Source: an optimization exercise on an open RTL-to-GDS flow (aim: small area and a short achievable clock period). Production flows keep margins and buffers that such runs may drop. The RTL was checked by simulation tests, not by an equivalence proof against the original design. No activity file was given, so power comes from the tool's default toggle rates.

==> design.v <==
package idct_pkg;
  localparam int W_COEF = 25;
  localparam logic MODE_4X4 = 1'b0;
  localparam logic MODE_8X8 = 1'b1;
  localparam int LEN_4X4 = 16;
  localparam int LEN_8X8 = 64;
  typedef enum logic [1:0] {
    ST_IDLE,
    ST_SEND,
    ST_GAP
  } rd_state_t;
endpackage
module idct_coef_bank
#(
  parameter int W = idct_pkg::W_COEF
) (
  input  logic         clk,
  input  logic         we,
  input  logic         wbank,
  input  logic [5:0]   waddr,
  input  logic [W-1:0] wdata,
  input  logic         rbank,
  input  logic [5:0]   raddr,
  output logic [W-1:0] rdata
);
  logic [W-1:0] mem [2][64];
  always_ff @(posedge clk) begin
    if (we) mem[wbank][waddr] <= wdata;
  end
  assign rdata = mem[rbank][raddr];
endmodule
module idct_coef_tx
#(
  parameter int W   = idct_pkg::W_COEF,
  parameter int GAP = 1
) (
  input  logic         clk,
  input  logic         reset,
  input  logic         wr_en,
  input  logic [5:0]   wr_addr,
  input  logic [W-1:0] wr_data,
  input  logic         commit,
  input  logic         commit_mode,
  output logic         commit_ready,
  output logic [W-1:0] seq_out,
  output logic         seq_mode,
  output logic         seq_valid,
  output logic         seq_first,
  output logic         seq_last,
  output logic         busy
);
  localparam logic [2:0] GAP_M1 =
    (GAP > 0) ? 3'(GAP - 1) : 3'd0;
  localparam logic [5:0] LAST_4X4 = 6'(idct_pkg::LEN_4X4 - 1);
  localparam logic [5:0] LAST_8X8 = 6'(idct_pkg::LEN_8X8 - 1);
  logic [1:0]   full;
  logic [1:0]   bmode;
  logic         wb;
  logic         rb;
  logic [5:0]   cnt;
  logic [2:0]   gcnt;
  idct_pkg::rd_state_t    state;
  logic [W-1:0] rd_data;
  logic         wr_ok;
  logic         cm_ok;
  logic         go;
  logic         cur_mode;
  logic         is_last;
  assign commit_ready = ~full[wb];
  assign wr_ok = wr_en & commit_ready;
  assign cm_ok = commit & commit_ready;
  assign busy  = (|full) || (state != idct_pkg::ST_IDLE);
  assign go = (state == idct_pkg::ST_SEND) ||
              ((state == idct_pkg::ST_IDLE) && full[rb]);
  assign cur_mode = bmode[rb];
  assign is_last  = cnt == ((cur_mode == idct_pkg::MODE_8X8) ?
                            LAST_8X8 : LAST_4X4);
  idct_coef_bank #(.W(W)) u_bank (
    .clk   (clk),
    .we    (wr_ok),
    .wbank (wb),
    .waddr (wr_addr),
    .wdata (wr_data),
    .rbank (rb),
    .raddr (cnt),
    .rdata (rd_data)
  );
  always_ff @(posedge clk or negedge reset) begin
    if (!reset) begin
      full      <= '0;
      bmode     <= '0;
      wb        <= 1'b0;
      rb        <= 1'b0;
      cnt       <= '0;
      gcnt      <= '0;
      state     <= idct_pkg::ST_IDLE;
      seq_out   <= '0;
      seq_mode  <= 1'b0;
      seq_valid <= 1'b0;
      seq_first <= 1'b0;
      seq_last  <= 1'b0;
    end else begin
      if (cm_ok) begin
        full[wb]  <= 1'b1;
        bmode[wb] <= commit_mode;
        wb        <= ~wb;
      end
      if (go) begin
        seq_out   <= rd_data;
        seq_valid <= 1'b1;
        seq_first <= (cnt == 6'd0);
        seq_last  <= is_last;
        seq_mode  <= cur_mode;
        if (is_last) begin
          full[rb] <= 1'b0;
          rb       <= ~rb;
          cnt      <= '0;
          if (GAP > 0) begin
            state <= idct_pkg::ST_GAP;
            gcnt  <= GAP_M1;
          end else if (full[~rb]) begin
            state <= idct_pkg::ST_SEND;
          end else begin
            state <= idct_pkg::ST_IDLE;
          end
        end else begin
          cnt   <= cnt + 6'd1;
          state <= idct_pkg::ST_SEND;
        end
      end else begin
        seq_out   <= '0;
        seq_valid <= 1'b0;
        seq_first <= 1'b0;
        seq_last  <= 1'b0;
        if (state == idct_pkg::ST_GAP) begin
          if (gcnt == 3'd0) state <= idct_pkg::ST_IDLE;
          else gcnt <= gcnt - 3'd1;
        end
      end
    end
  end
endmodule
==> run.sh <==
#!/bin/bash
# synth_recipe.tcl (not shown) runs the flow's synth.tcl, then flattens the netlist and writes it again
# the make line also repeats each setting of config.mk as NAME=value (left out here)
make -C /OpenROAD-flow-scripts/flow DESIGN_CONFIG=/design/flow/config.mk WORK_HOME=/design/flow/orfs CLKGATE_MAP_FILE= SYNTH_SCRIPT=/design/flow/synth_recipe.tcl finish
==> config.mk <==
export PLATFORM = sky130hd
export DESIGN_NAME = idct_coef_tx
export DESIGN_NICKNAME = idct_coef_tx
export VERILOG_FILES = /design/flow/design.v
export SDC_FILE = /design/flow/constraint.sdc
export NUM_CORES = 4
export LEC_CHECK = 0
export CAP_MARGIN = 20
export CORE_MARGIN = 2
export CORE_UTILIZATION = 40
export SLEW_MARGIN = 20
==> constraint.sdc <==
create_clock -name core_clock -period 4.0 [get_ports {clk}]
set_input_delay 0.8000 -clock core_clock [delete_from_list [all_inputs] [get_ports {clk}]]
set_output_delay 0.8000 -clock core_clock [all_outputs]
set_load 0.01 [all_outputs]
==> results.txt <==
[kinds of logic (layout without fill, tap and decap cells)]
group,after synthesis,in the layout,synth area share
XOR/XNOR,2,2,0.000141
other,0,10,0
multiplexers,978,978,0.153
AO/OA/AOI/OAI,524,524,0.0299
adder cells (fa/ha/maj),4,4,0.000404
AND/OR/NAND/NOR,462,462,0.0168
flip-flops,3246,3246,0.785
buffers and inverters,312,1189,0.0143
[area by class of cell]
cell class | count | area share
clock inverter | 194 | 0.0136
multi-input combinational | 1970 | 0.176
sequential | 3246 | 0.673
clock buffer | 417 | 0.0615
inverter | 9 | 0.000286
tap | 4120 | 0.0357
timing repair buffer | 569 | 0.0406
antenna | 10 | 0.000173
[what timing repair did]
item,4_1_cts,5_1_grt
endpoints found under the setup margin,0,1
endpoints found under the hold margin,13,0
hold buffers,1,0
resized for setup,0,1
buffers inserted,0,0
[power by group]
group          internal [uW]  leakage (uW)  total [uW]  switching (uW)
Combinational          12000        0.0109       29000           17000
Sequential             37600        0.0293       38400             771
Clock                  17500       0.00525       30800           13300
Total                  67100        0.0455       98100           31000
[stage by stage]
step	instances	util
2_1_floorplan	5528	-
3_3_place_gp	9912	0.434
3_5_place_dp	9913	0.434
4_1_cts	10500	0.469
5_1_grt	10500	0.469
6_report	10500	0.469
[state kept, by name, indices dropped and copies added, names as in the netlist, 2 cells and up, named ones only]
register    cells
full            2
u_bank.mem   3200
cnt             6
state           2
gcnt            3
seq_out        25
[layer usage]
layer	vias up	routed length, um
met3	581	32700
met1	33900	141000
met4	8	15600
li1	24800	-
met2	3360	169000
met5	-	44
[critical path, stage by stage (launching register included)]
cell     delay, ps
dfrtp_4        830
buf_12         300
buf_4          460
mux4_2         570
mux2i_1        270
o21ai_0        140
nor3_1         890
a21oi_1        190
[worst min-delay path by stage]
stage                           start                 end  slack [ps]  depth (start not counted)
after floorplan               gcnt[0]             gcnt[0]         460                          1
after global placement        gcnt[0]             gcnt[0]         480                          1
after detailed placement      gcnt[0]             gcnt[0]         490                          1
after CTS                 wr_data[21]  u_bank.mem[23][21]         220                          1
after global routing      wr_data[21]  u_bank.mem[21][21]         250                          1
final                     wr_data[21]  u_bank.mem[18][21]         280                          1
[Yosys cell counts, types with 14 or more instances]
master / n
nor2_1: 164
buf_2: 73
nor3_1: 32
dfrtp_1: 46
buf_6: 29
nor4_1: 18
o21ai_0: 25
nor2b_1: 22
mux2i_1: 237
mux4_2: 732
edfxtp_1: 3200
nand2_1: 127
a221oi_1: 42
nand3_1: 49
buf_1: 19
and2_1: 15
a21oi_1: 94
a22o_1: 32
clkbuf_1: 128
buf_4: 44
o22ai_1: 30
o211ai_1: 18
o21ai_1: 14
a211oi_1: 23
a22oi_1: 196
==> impl_results.md <==
* Initial antenna violation count at 27
* First-pass GRT wire length at 495 mm
* GRT Util Overall at 0.224
* Vias per inst at 5.95
* Gate Count Post-Synth at 5528
* Synth warn at 2
* Area taken by multi-input logic gates at 25400 sq um
* Inserted Clock Buffers at 337
* Area leader, netlist: edfxtp_1
* Max-cap viol count at 0
* Area contributors post-synth: edfxtp_1, mux4_2, mux2i_1
* Die Y at 560 um
* Final slew viol count at 0
* Met3 Resource Use GR at 0.0447
* Global routing usage on met2 at 0.350
* Tcrit/Tclk final at 0.973
* Hold Path Class: in2reg
* Seq/Total Area, Yosys at 0.785
* Via count at 62.6k
* Mean Syn Cell Area at 22.4 sq um
* H-tree level count at 5
* Buffers added on ports at 66
* Final hold slack at 279 ps
* Synth unique cells at 62
* Clock root buffer: clkbuf_16
* RSZ-0062 raised after global routing: false
* Post-Place Cell Area at 134000 sq um
* Grt met1 use at 0.310
* Post-synth EDFFs at 3200
* Peak supply drop at 0.597 mV
* Relative slew slack at 0.252
* Ports at 67
* TritonRoute pass-1 iters at 6
* Post-synthesis cell area at 124000 sq um
* CTS tree: built
* Wire per inst at 33.9 um
* Placement Setup Slack at -8.84 ps
* Clock skew at 36.3 ps
* Setup crit start: cnt[0]
* Die width at 560 um
* Final nets at 6173
* ANT nets after route at 0
* Clk sinks at 3246
* Clock latency on the worst-skew pair at 940 ps
* Largest net degree at the start of global routing at 97
* Final setup TNS at 0 ps
* Worst reg2reg path depth at 7
* Final RePlAce weighted congestion at 0.891
* Busiest metal layer after global routing: met2
* Slew @ Worst Pin at 1120 ps
* Asr flop ratio synth at 0.0142
* Register area at 97300 sq um
* Max Buffers Root-to-Sink at 4
* FF-to-FF setup slack at 110 ps
* Fmax at 257 MHz
* Worst R2R End: seq_out[9]
* Total Power at 98100 uW
* Routed WL at 358 mm
* Core ar. at 308000 sq um
* Worst Path Class, Setup: reg2reg
* Commonest non-fill, non-tap cells in the layout: edfxtp_1, mux4_2, buf_4, clkbuf_16, mux2i_1
* DRC viols at 0
* Synth Register Bits at 3246
* Initial Util at 0.402
* Status: no timing/DRC/antenna violations
* # fillers at 25.3k
* Number of global-route vias before repair at 61.5k
* Final setup fails at 0
* Crit path to: seq_out[9]
* Final hold vios at 0
* Leakage at 0.0455 uW
* Row cnt at 204
* Worst setup SP type: flip-flop
* Commonest non-fill, non-tap cell in the layout: edfxtp_1
* Data required, critical path at 4750 ps
* Pwr/cell area at 678 nW/um^2
* CP max FO at 23
* Syn-to-layout area delta at 16.8%
* RR Startpoint: cnt[0]
* Clock-pin slew on the worst setup and hold paths at 60 ps
* Crit. End Element: flip-flop
* Proportion of layout cells with a drive suffix above 1 at 0.298
* Initial DRC count at 8442
* Congestion Overflow GR at 0
* Design area at 145000 sq um
* Full die area at 314000 sq um
* Min Tclk post-route at 3890 ps
* Worst setup margin at 106 ps
* Primary FF master, synth: edfxtp_1
* DP Wirelength at 220 mm
* Share of the synthesized area in the top cell type at 0.776
* Synthesized net count at 5568
* Arrival @ worst endpoint at 4640 ps

-- afterwards: timing with drivers on the ports --
How much do the figures lean on ideal ports? The routed layout below was timed once more, with nothing changed but the port constraints. Step 1 sets driving cells, clkbuf_16 on the clock port and buf_2 on the other inputs (assumed; they add their load-dependent delay and slew). Step 2, shift: input delay + t, output delay - t, t = (earliest + latest rising clock arrival at the registers) / 2. This alone moves slack from input paths to output paths. Three values: no drivers, after step 1, after step 2; two values: the first two.
shift t [ns]: 1.014
setup WS [ns]: 0.106 / 0.106 / 0.106
worst setup path at the end: register to register
clock arrival spread, ns: 0.045 / 0.045
After both steps this run still meets setup and hold. For this run, drivers alone change the setup slack by 0.000 ns; drivers and shift together by 0.000 ns.
